Source: an optimization exercise on an open RTL-to-GDS flow (aim: small area and a short achievable clock period). Production flows keep margins and buffers that such runs may drop.
In this exercise RTL edits were held to simulation tests only and were not proved equivalent to the original.
Power figures rest on the tool's default switching activity, not on a simulated workload.

Setup of job 8914:
==> flow/design.v (excerpt) <==
module branch_predictor (
  input  logic        clk,
  input  logic        reset,
  input  logic [31:0] if_pc,
  output logic        pred_taken,
  output logic [31:0] pred_next_pc,
  input  logic        ex_valid,
  input  logic        ex_is_branch,
  input  logic        ex_is_jump,
  input  logic [31:0] ex_pc,
  input  logic [31:0] ex_target,
  input  logic        ex_taken
);
Settings: LEC_CHECK=0, CAP_MARGIN=20, CORE_MARGIN=2, CORE_UTILIZATION=65, SETUP_SLACK_MARGIN=1.5, SLEW_MARGIN=20, SYNTH_HIERARCHICAL=1, SYNTH_MINIMUM_KEEP_SIZE=0; clock period 7.0 ns.
run.sh (not shown) runs the stock make flow with config.mk's settings and CLKGATE_MAP_FILE= SYNTH_SCRIPT=/design/flow/synth_recipe.tcl, a recipe that flattens the netlist after the stock synthesis.
Job 8914 finished every step from synthesis to the final layout, and the layout passed the timing, design-rule and antenna checks.
> inputs changed (job 8914 -> job 4022)
--- a/flow/config.mk
+++ b/flow/config.mk
@@ -9,6 +9,10 @@
 export CORE_MARGIN = 2
 export CORE_UTILIZATION = 65
-export SETUP_SLACK_MARGIN = 1.5
+export CTS_BUF_LIST = sky130_fd_sc_hd__clkbuf_8 sky130_fd_sc_hd__clkbuf_16
+export CTS_CLUSTER_DIAMETER = 60
+export CTS_CLUSTER_SIZE = 28
+export SETUP_SLACK_MARGIN = 2.5
 export SLEW_MARGIN = 20
 export SYNTH_HIERARCHICAL = 1
 export SYNTH_MINIMUM_KEEP_SIZE = 0
+export TNS_END_PERCENT = 5
==> comparison <==
Global-route track usage on met3 was lower in job 4022 than in job 8914.
[compare] base=job 8914 new=job 4022: weighted congestion at the end of routability-driven global placement ~0 delta; largest stage delay on the critical path shows a reduction of 220 ps; sequential group power comparable; utilization +4.6 points; via count grew by 2996.
Summary: cell area, job 4022 worse than job 8914
Looking at endpoint of the worst setup timing path, the pred_next_pc[7] result is from job 8914; the pred_next_pc[20] one comes from job 4022.
| minimum period implied by the final worst setup slack | job 4022 vs job 8914 | 420 ps lower |
Count of non-CTS buffers in the layout, job 4022 vs job 8914: up by more than half
Modified inputs, job 9590 compared to job 4022
--- a/flow/config.mk
+++ b/flow/config.mk
@@ -12,7 +12,6 @@
 export CTS_CLUSTER_DIAMETER = 60
 export CTS_CLUSTER_SIZE = 28
-export SETUP_SLACK_MARGIN = 2.5
+export SETUP_SLACK_MARGIN = 2.2
 export SLEW_MARGIN = 20
 export SYNTH_HIERARCHICAL = 1
 export SYNTH_MINIMUM_KEEP_SIZE = 0
-export TNS_END_PERCENT = 5
[summary]
Measured against each other, job 4022 and job 9590 differ in number of clock buffers inserted by TritonCTS, the higher figure coming from job 4022.
Job 9590 vs job 4022, share of the cycle needed by the critical path after routing went up by 0.30 points.
A cell at the slowest stage of the critical path of sky130_fd_sc_hd__nor3_2 is what job 9590 shows, while sky130_fd_sc_hd__nor2_4 belongs to job 4022.
Non-clock buffer count delta for job 9590 relative to job 4022: about 18% lower
Against job 4022, job 9590 comes in about 1.8% lower on final HPWL from detailed placement.
Comparing job 4022 against job 9590, there is no change at all in combined area of all synthesized cells.
Delay of the slowest critical-path stage, job 4022 and job 9590: higher on job 4022

---

== zinc ==
The RTL this note starts from:
==> flow/design.v <==
module bp_nand4 (input logic a, b, c, d, output logic y);
  assign y = ~(a & b & c & d);
endmodule
module bp_nand3 (input logic a, b, c, output logic y);
  assign y = ~(a & b & c);
endmodule
module bp_nand2 (input logic a, b, output logic y);
  assign y = ~(a & b);
endmodule
module bp_nor3 (input logic a, b, c, output logic y);
  assign y = ~(a | b | c);
endmodule
module bp_nor2 (input logic a, b, output logic y);
  assign y = ~(a | b);
endmodule
module bp_inv (input logic a, output logic y);
  assign y = ~a;
endmodule
module bp_xnor2 (input logic a, b, output logic y);
  assign y = ~(a ^ b);
endmodule
module bp_a32oi (input logic a1, a2, a3, b1, b2, output logic y);
  assign y = ~((a1 & a2 & a3) | (b1 & b2));
endmodule
module bp_dec (
  input  logic [4:0]  idx,
  output logic [31:0] sel
);
  logic [4:0] idx_n;
  logic [3:0] lo_n;
  logic [7:0] hi_n;
  for (genvar i = 0; i < 5; i++) begin : g_inv
    bp_inv u_iv (.a(idx[i]), .y(idx_n[i]));
  end
  for (genvar i = 0; i < 4; i++) begin : g_lo
    bp_nand2 u_nd (.a(i[0] ? idx[0] : idx_n[0]), .b(i[1] ? idx[1] : idx_n[1]), .y(lo_n[i]));
  end
  for (genvar i = 0; i < 8; i++) begin : g_hi
    bp_nand3 u_nd (.a(i[0] ? idx[2] : idx_n[2]), .b(i[1] ? idx[3] : idx_n[3]),
                   .c(i[2] ? idx[4] : idx_n[4]), .y(hi_n[i]));
  end
  for (genvar k = 0; k < 32; k++) begin : g_sel
    bp_nor2 u_nr (.a(lo_n[k % 4]), .b(hi_n[k / 4]), .y(sel[k]));
  end
endmodule
module bp_rd8 (
  input  logic [7:0] sel,
  input  logic [7:0] d,
  output logic       y
);
  assign y = |(sel & d);
endmodule
module bp_rdbit2_n (
  input  logic [31:0] sel,
  input  logic [31:0] d,
  output logic [1:0]  y_n
);
  logic [3:0] g;
  for (genvar i = 0; i < 4; i++) begin : g_rd
    bp_rd8 u_rd (.sel(sel[8*i +: 8]), .d(d[8*i +: 8]), .y(g[i]));
  end
  bp_nor2 u_nr0 (.a(g[0]), .b(g[1]), .y(y_n[0]));
  bp_nor2 u_nr1 (.a(g[2]), .b(g[3]), .y(y_n[1]));
endmodule
module bp_rdbit (
  input  logic [31:0] sel,
  input  logic [31:0] d,
  output logic        y
);
  logic [1:0] h_n;
  bp_rdbit2_n u_rd (.sel(sel), .d(d), .y_n(h_n));
  bp_nand2    u_nd (.a(h_n[0]), .b(h_n[1]), .y(y));
endmodule
module bp_match_n (
  input  logic [24:0] tag,
  input  logic [24:0] pc_tag,
  input  logic        valid,
  input  logic        ctr1,
  input  logic        sel,
  output logic        m_n
);
  logic [26:0] eq;
  logic [8:0]  l1_n;
  logic [2:0]  l2;
  for (genvar b = 0; b < 25; b++) begin : g_eq
    bp_xnor2 u_eq (.a(tag[b]), .b(pc_tag[b]), .y(eq[b]));
  end
  assign eq[25] = valid;
  assign eq[26] = ctr1;
  for (genvar i = 0; i < 9; i++) begin : g_l1
    bp_nand3 u_nd (.a(eq[3*i]), .b(eq[3*i+1]), .c(eq[3*i+2]), .y(l1_n[i]));
  end
  for (genvar i = 0; i < 3; i++) begin : g_l2
    bp_nor3 u_nr (.a(l1_n[3*i]), .b(l1_n[3*i+1]), .c(l1_n[3*i+2]), .y(l2[i]));
  end
  bp_nand4 u_m (.a(l2[0]), .b(l2[1]), .c(l2[2]), .d(sel), .y(m_n));
endmodule
module bp_inc_n (
  input  logic [31:0] pc,
  output logic [31:0] y_n
);
  assign y_n = ~{pc[31:2] + 30'd1, pc[1:0]};
endmodule
module branch_predictor (
  input  logic        clk,
  input  logic        reset,
  input  logic [31:0] if_pc,
  output logic        pred_taken,
  output logic [31:0] pred_next_pc,
  input  logic        ex_valid,
  input  logic        ex_is_branch,
  input  logic        ex_is_jump,
  input  logic [31:0] ex_pc,
  input  logic [31:0] ex_target,
  input  logic        ex_taken
);
  logic        valid_r  [32];
  logic [24:0] tag_r    [32];
  logic [31:0] target_r [32];
  logic [1:0]  ctr_r    [32];
  logic [31:0] sel_a_s, sel_b_s, m_n_s;
  logic [31:0] col_tgt_s [32];
  logic [1:0]  tgt_h_n_s [32];
  logic [31:0] inc_n_s;
  logic [7:0]  or8_s;
  logic [3:0]  or16_n_s;
  logic [1:0]  or32_s;
  logic [3:0]  pt_n_s, pt_s;
  always_comb
    for (int k = 0; k < 32; k++)
      for (int b = 0; b < 32; b++) col_tgt_s[b][k] = target_r[k][b];
  bp_dec u_dec_a (.idx(if_pc[6:2]), .sel(sel_a_s));
  bp_dec u_dec_b (.idx(if_pc[6:2]), .sel(sel_b_s));
  for (genvar k = 0; k < 32; k++) begin : g_ent
    bp_match_n u_m (.tag(tag_r[k]), .pc_tag(if_pc[31:7]), .valid(valid_r[k]),
                    .ctr1(ctr_r[k][1]), .sel(sel_a_s[k]), .m_n(m_n_s[k]));
  end
  for (genvar i = 0; i < 8; i++) begin : g_or8
    bp_nand4 u_nd (.a(m_n_s[4*i]), .b(m_n_s[4*i+1]), .c(m_n_s[4*i+2]), .d(m_n_s[4*i+3]),
                   .y(or8_s[i]));
  end
  for (genvar i = 0; i < 4; i++) begin : g_or16
    bp_nor2 u_nr (.a(or8_s[2*i]), .b(or8_s[2*i+1]), .y(or16_n_s[i]));
  end
  for (genvar i = 0; i < 2; i++) begin : g_or32
    bp_nand2 u_nd (.a(or16_n_s[2*i]), .b(or16_n_s[2*i+1]), .y(or32_s[i]));
  end
  for (genvar i = 0; i < 4; i++) begin : g_pt
    bp_nor2  u_nr (.a(or32_s[0]), .b(or32_s[1]), .y(pt_n_s[i]));
    bp_nand4 u_nd (.a(or16_n_s[0]), .b(or16_n_s[1]), .c(or16_n_s[2]), .d(or16_n_s[3]),
                   .y(pt_s[i]));
  end
  assign pred_taken = pt_s[0];
  bp_inc_n u_inc (.pc(if_pc), .y_n(inc_n_s));
  for (genvar b = 0; b < 32; b++) begin : g_tgt
    bp_rdbit2_n u_rd  (.sel(sel_b_s), .d(col_tgt_s[b]), .y_n(tgt_h_n_s[b]));
    bp_a32oi    u_out (.a1(pt_s[b / 8]), .a2(tgt_h_n_s[b][0]), .a3(tgt_h_n_s[b][1]),
                       .b1(pt_n_s[b / 8]), .b2(inc_n_s[b]), .y(pred_next_pc[b]));
  end
  logic [31:0] ex_sel_s;
  logic [31:0] col_tag_s [25];
  logic [31:0] col_val_s, col_c0_s, col_c1_s;
  logic [24:0] ex_tag_rd_s;
  logic [26:0] ex_eq_s;
  logic [8:0]  ex_l1_n_s;
  logic [2:0]  ex_l2_s;
  logic [1:0]  ex_ctr_s, ctr_nxt_s;
  logic        ex_hit_n_s, ex_hit_s, upd_s, taken_s;
  always_comb
    for (int k = 0; k < 32; k++) begin
      for (int b = 0; b < 25; b++) col_tag_s[b][k] = tag_r[k][b];
      col_val_s[k] = valid_r[k];
      col_c0_s[k]  = ctr_r[k][0];
      col_c1_s[k]  = ctr_r[k][1];
    end
  bp_dec u_dec_ex (.idx(ex_pc[6:2]), .sel(ex_sel_s));
  for (genvar b = 0; b < 25; b++) begin : g_ex_tag
    bp_rdbit u_rd (.sel(ex_sel_s), .d(col_tag_s[b]), .y(ex_tag_rd_s[b]));
    bp_xnor2 u_eq (.a(ex_tag_rd_s[b]), .b(ex_pc[7+b]), .y(ex_eq_s[b]));
  end
  bp_rdbit u_rd_val (.sel(ex_sel_s), .d(col_val_s), .y(ex_eq_s[25]));
  assign ex_eq_s[26] = 1'b1;
  bp_rdbit u_rd_c0 (.sel(ex_sel_s), .d(col_c0_s), .y(ex_ctr_s[0]));
  bp_rdbit u_rd_c1 (.sel(ex_sel_s), .d(col_c1_s), .y(ex_ctr_s[1]));
  for (genvar i = 0; i < 8; i++) begin : g_ex_l1
    bp_nand3 u_nd (.a(ex_eq_s[3*i]), .b(ex_eq_s[3*i+1]), .c(ex_eq_s[3*i+2]), .y(ex_l1_n_s[i]));
  end
  bp_nand2 u_ex_l1_8 (.a(ex_eq_s[24]), .b(ex_eq_s[25]), .y(ex_l1_n_s[8]));
  for (genvar i = 0; i < 3; i++) begin : g_ex_l2
    bp_nor3 u_nr (.a(ex_l1_n_s[3*i]), .b(ex_l1_n_s[3*i+1]), .c(ex_l1_n_s[3*i+2]), .y(ex_l2_s[i]));
  end
  bp_nand3 u_ex_hit (.a(ex_l2_s[0]), .b(ex_l2_s[1]), .c(ex_l2_s[2]), .y(ex_hit_n_s));
  assign ex_hit_s = ~ex_hit_n_s;
  always_comb begin
    upd_s    = ex_valid && (ex_is_branch || ex_is_jump);
    taken_s  = ex_is_jump || ex_taken;
    if (ex_is_jump)
      ctr_nxt_s = 2'b11;
    else if (!ex_hit_s)
      ctr_nxt_s = 2'b10;
    else if (taken_s)
      ctr_nxt_s = (ex_ctr_s == 2'b11) ? 2'b11 : ex_ctr_s + 2'b01;
    else
      ctr_nxt_s = (ex_ctr_s == 2'b00) ? 2'b00 : ex_ctr_s - 2'b01;
  end
  always_ff @(posedge clk) begin
    if (reset) begin
      for (int i = 0; i < 32; i++) valid_r[i] <= 1'b0;
    end else if (upd_s && taken_s) begin
      valid_r[ex_pc[6:2]] <= 1'b1;
    end
  end
  always_ff @(posedge clk) begin
    if (upd_s && taken_s)
      tag_r[ex_pc[6:2]] <= ex_pc[31:7];
  end
  always_ff @(posedge clk) begin
    if (upd_s && (taken_s || ex_hit_s)) begin
      target_r[ex_pc[6:2]] <= ex_target;
      ctr_r[ex_pc[6:2]]    <= ctr_nxt_s;
    end
  end
endmodule
Settings: LEC_CHECK=0, CAP_MARGIN=20, CORE_MARGIN=2, CORE_UTILIZATION=58, CTS_BUF_LIST=sky130_fd_sc_hd__clkbuf_8 sky130_fd_sc_hd__clkbuf_16, CTS_CLUSTER_DIAMETER=60, CTS_CLUSTER_SIZE=28, SETUP_SLACK_MARGIN=2.2, SLEW_MARGIN=20, SYNTH_HIERARCHICAL=1, SYNTH_MINIMUM_KEEP_SIZE=0; clock period 7.0 ns.
zinc finished every stage and its layout cleared the timing, design-rule and antenna checks.
Relative to zinc, the following input files were edited for fjord:
- CTS_CLUSTER_DIAMETER: 60 -> 45
- CTS_BUF_LIST: sky130_fd_sc_hd__clkbuf_8 sky130_fd_sc_hd__clkbuf_16 -> sky130_fd_sc_hd__clkbuf_8
- TNS_END_PERCENT: unset -> 0
- CORE_UTILIZATION: 58 -> 65
- CTS_CLUSTER_SIZE: 28 -> 18
==> comparison <==
Compared with zinc, worst ir drop on vdd in fjord increased by more than 10%. Summary of the comparison: non-clock buffer count is lower in fjord, relative to zinc. Comparing zinc and fjord, flip-flop and latch share of the layout cell area is lower on zinc. fjord against zinc: cell area saw a decrease; flip-flop and latch area saw little to no change; worst-case setup margin in the final layout saw a decrease. fjord ended up with a higher post-route minimum period than zinc did. Initial antenna violation count was higher in the run labelled fjord. zinc → fjord: worst hold slack went up 0.0047 ns; share of power burned in registers now larger.
> inputs changed (fjord -> indigo)
- changing TNS_END_PERCENT from 0 to 20
- changing SETUP_SLACK_MARGIN from 2.2 to 2.4
==> flow/flow/run.sh (new file) <==
#!/bin/bash
# The standard layout, with the input and output port buffers inserted as buf_4
# instead of the default port buffer cell. All output goes to standard_flow.log here,
# and ORFS keeps each step's own log under orfs/logs/.
set -euo pipefail
here="$(pwd)"
bash standard.sh "BUFFER_PORTS_ARGS=-buffer_cell sky130_fd_sc_hd__buf_4" finish > "$here/standard_flow.log" 2>&1
==> flow/standard.sh (new file) <==
#!/bin/bash
# synth_recipe.tcl (not shown) runs the flow's synth.tcl, then flattens the netlist and writes it again
# the make line also repeats each setting of config.mk as NAME=value (left out here)
make -C /OpenROAD-flow-scripts/flow DESIGN_CONFIG=/design/flow/config.mk WORK_HOME=/design/flow/orfs CLKGATE_MAP_FILE= SYNTH_SCRIPT=/design/flow/synth_recipe.tcl "${@:-finish}"
removed: flow/run.sh
## What came out
- Compared indigo vs fjord, and arrival time at the worst endpoint is down in indigo.
- Compared with fjord, indigo shows clock power lower by 2.8%.
- Re switching power share of the total: indigo is 0.21 points down on fjord.
- The lower worst setup slack came out of fjord.
- fjord → indigo: utilization now sits higher, wire length now sits at about the same level.

---

Setup of run A:
Starts from the design.v that is shown in full above.
==> flow/config.mk <==
export PLATFORM = sky130hd
export DESIGN_NAME = branch_predictor
export DESIGN_NICKNAME = branch_predictor
export VERILOG_FILES = /design/flow/design.v
export SDC_FILE = /design/flow/constraint.sdc
export NUM_CORES = 4
export LEC_CHECK = 0
export CAP_MARGIN = 20
export CORE_MARGIN = 2
export CORE_UTILIZATION = 65
export CTS_BUF_LIST = sky130_fd_sc_hd__clkbuf_8
export CTS_CLUSTER_DIAMETER = 45
export CTS_CLUSTER_SIZE = 18
export SETUP_SLACK_MARGIN = 2.2
export SLEW_MARGIN = 20
export SYNTH_HIERARCHICAL = 1
export SYNTH_MINIMUM_KEEP_SIZE = 0
export TNS_END_PERCENT = 20
==> flow/constraint.sdc <==
create_clock -name core_clock -period 7.0 [get_ports {clk}]
set_input_delay 1.4000 -clock core_clock [delete_from_list [all_inputs] [get_ports {clk}]]
set_output_delay 1.4000 -clock core_clock [all_outputs]
set_load 0.01 [all_outputs]
standard.sh (not shown) runs the stock make flow with config.mk's settings and CLKGATE_MAP_FILE= SYNTH_SCRIPT=/design/flow/synth_recipe.tcl, a recipe that flattens the netlist after the stock synthesis.
==> flow/flow/run.sh <==
#!/bin/bash
# The standard layout, with the input and output port buffers inserted as buf_2
# instead of the default port buffer cell. All output goes to standard_flow.log here,
# and ORFS keeps each step's own log under orfs/logs/.
set -euo pipefail
here="$(pwd)"
bash standard.sh "BUFFER_PORTS_ARGS=-buffer_cell sky130_fd_sc_hd__buf_2" finish > "$here/standard_flow.log" 2>&1
Edits applied to the flow inputs when going from run A to run B:
==> flow/run.sh (new file) <==
#!/bin/bash
# synth_recipe.tcl (not shown) runs the flow's synth.tcl, then flattens the netlist and writes it again
# the make line also repeats each setting of config.mk as NAME=value (left out here)
make -C /OpenROAD-flow-scripts/flow DESIGN_CONFIG=/design/flow/config.mk WORK_HOME=/design/flow/orfs CLKGATE_MAP_FILE= SYNTH_SCRIPT=/design/flow/synth_recipe.tcl finish
removed: flow/flow/run.sh
removed: flow/standard.sh
Changes observed in run B relative to run A: filler cell count in the final layout went up by 175, share of cell area taken by flip-flops and latches now smaller, wire length on met2 ~0 delta.

re-timing with driven ports:
No port has a modelled driver above. Below, the same layouts with a new extraction and two added sets of constraints. Step 1 assumes that a clkbuf_16 drives the clock port and a buf_2 every other input. Step 2 moves the port delays by t, midway between the first and last clock arrival at a register: inputs arrive t later, outputs are due t later. That takes back most of the time a late clock gives input paths. a / b / c = ideal ports / drivers / drivers and shift; a / b = the first two.
| run | t, ns | slack for setup (ns) | hold slack, ns | clock arrival spread, ns | worst register clock-pin slew, ns |
|---|---|---|---|---|---|
| job 8914 | 0.895 | 1.492 / 1.315 / 0.654 | 0.486 / 0.486 / 0.486 | 0.031 / 0.031 | 0.07 / 0.07 |
| job 4022 | 0.841 | 1.909 / 1.688 / 1.431 | 0.481 / 0.481 / 0.481 | 0.039 / 0.038 | 0.10 / 0.10 |
| job 9590 | 0.868 | 1.889 / 1.826 / 1.341 | 0.485 / 0.485 / 0.485 | 0.042 / 0.042 | 0.10 / 0.10 |
| zinc | 0.876 | 1.824 / 1.741 / 1.021 | 0.484 / 0.484 / 0.484 | 0.038 / 0.038 | 0.10 / 0.10 |
| fjord | 1.025 | 1.819 / 1.763 / 0.769 | 0.489 / 0.489 / 0.489 | 0.041 / 0.042 | 0.11 / 0.11 |
| indigo | 1.010 | 1.953 / 1.602 / 1.213 | 0.489 / 0.489 / 0.489 | 0.042 / 0.043 | 0.11 / 0.11 |
| run A | 1.011 | 1.789 / 1.663 / 1.098 | 0.491 / 0.491 / 0.491 | 0.052 / 0.051 | 0.11 / 0.11 |
| run B | 1.012 | 1.867 / 1.778 / 0.996 | 0.487 / 0.487 / 0.487 | 0.047 / 0.047 | 0.11 / 0.11 |
After both steps every run listed still meets setup and hold. For fjord, which loses most, drivers alone change the setup slack by -0.056 ns; drivers and shift together by -1.050 ns.
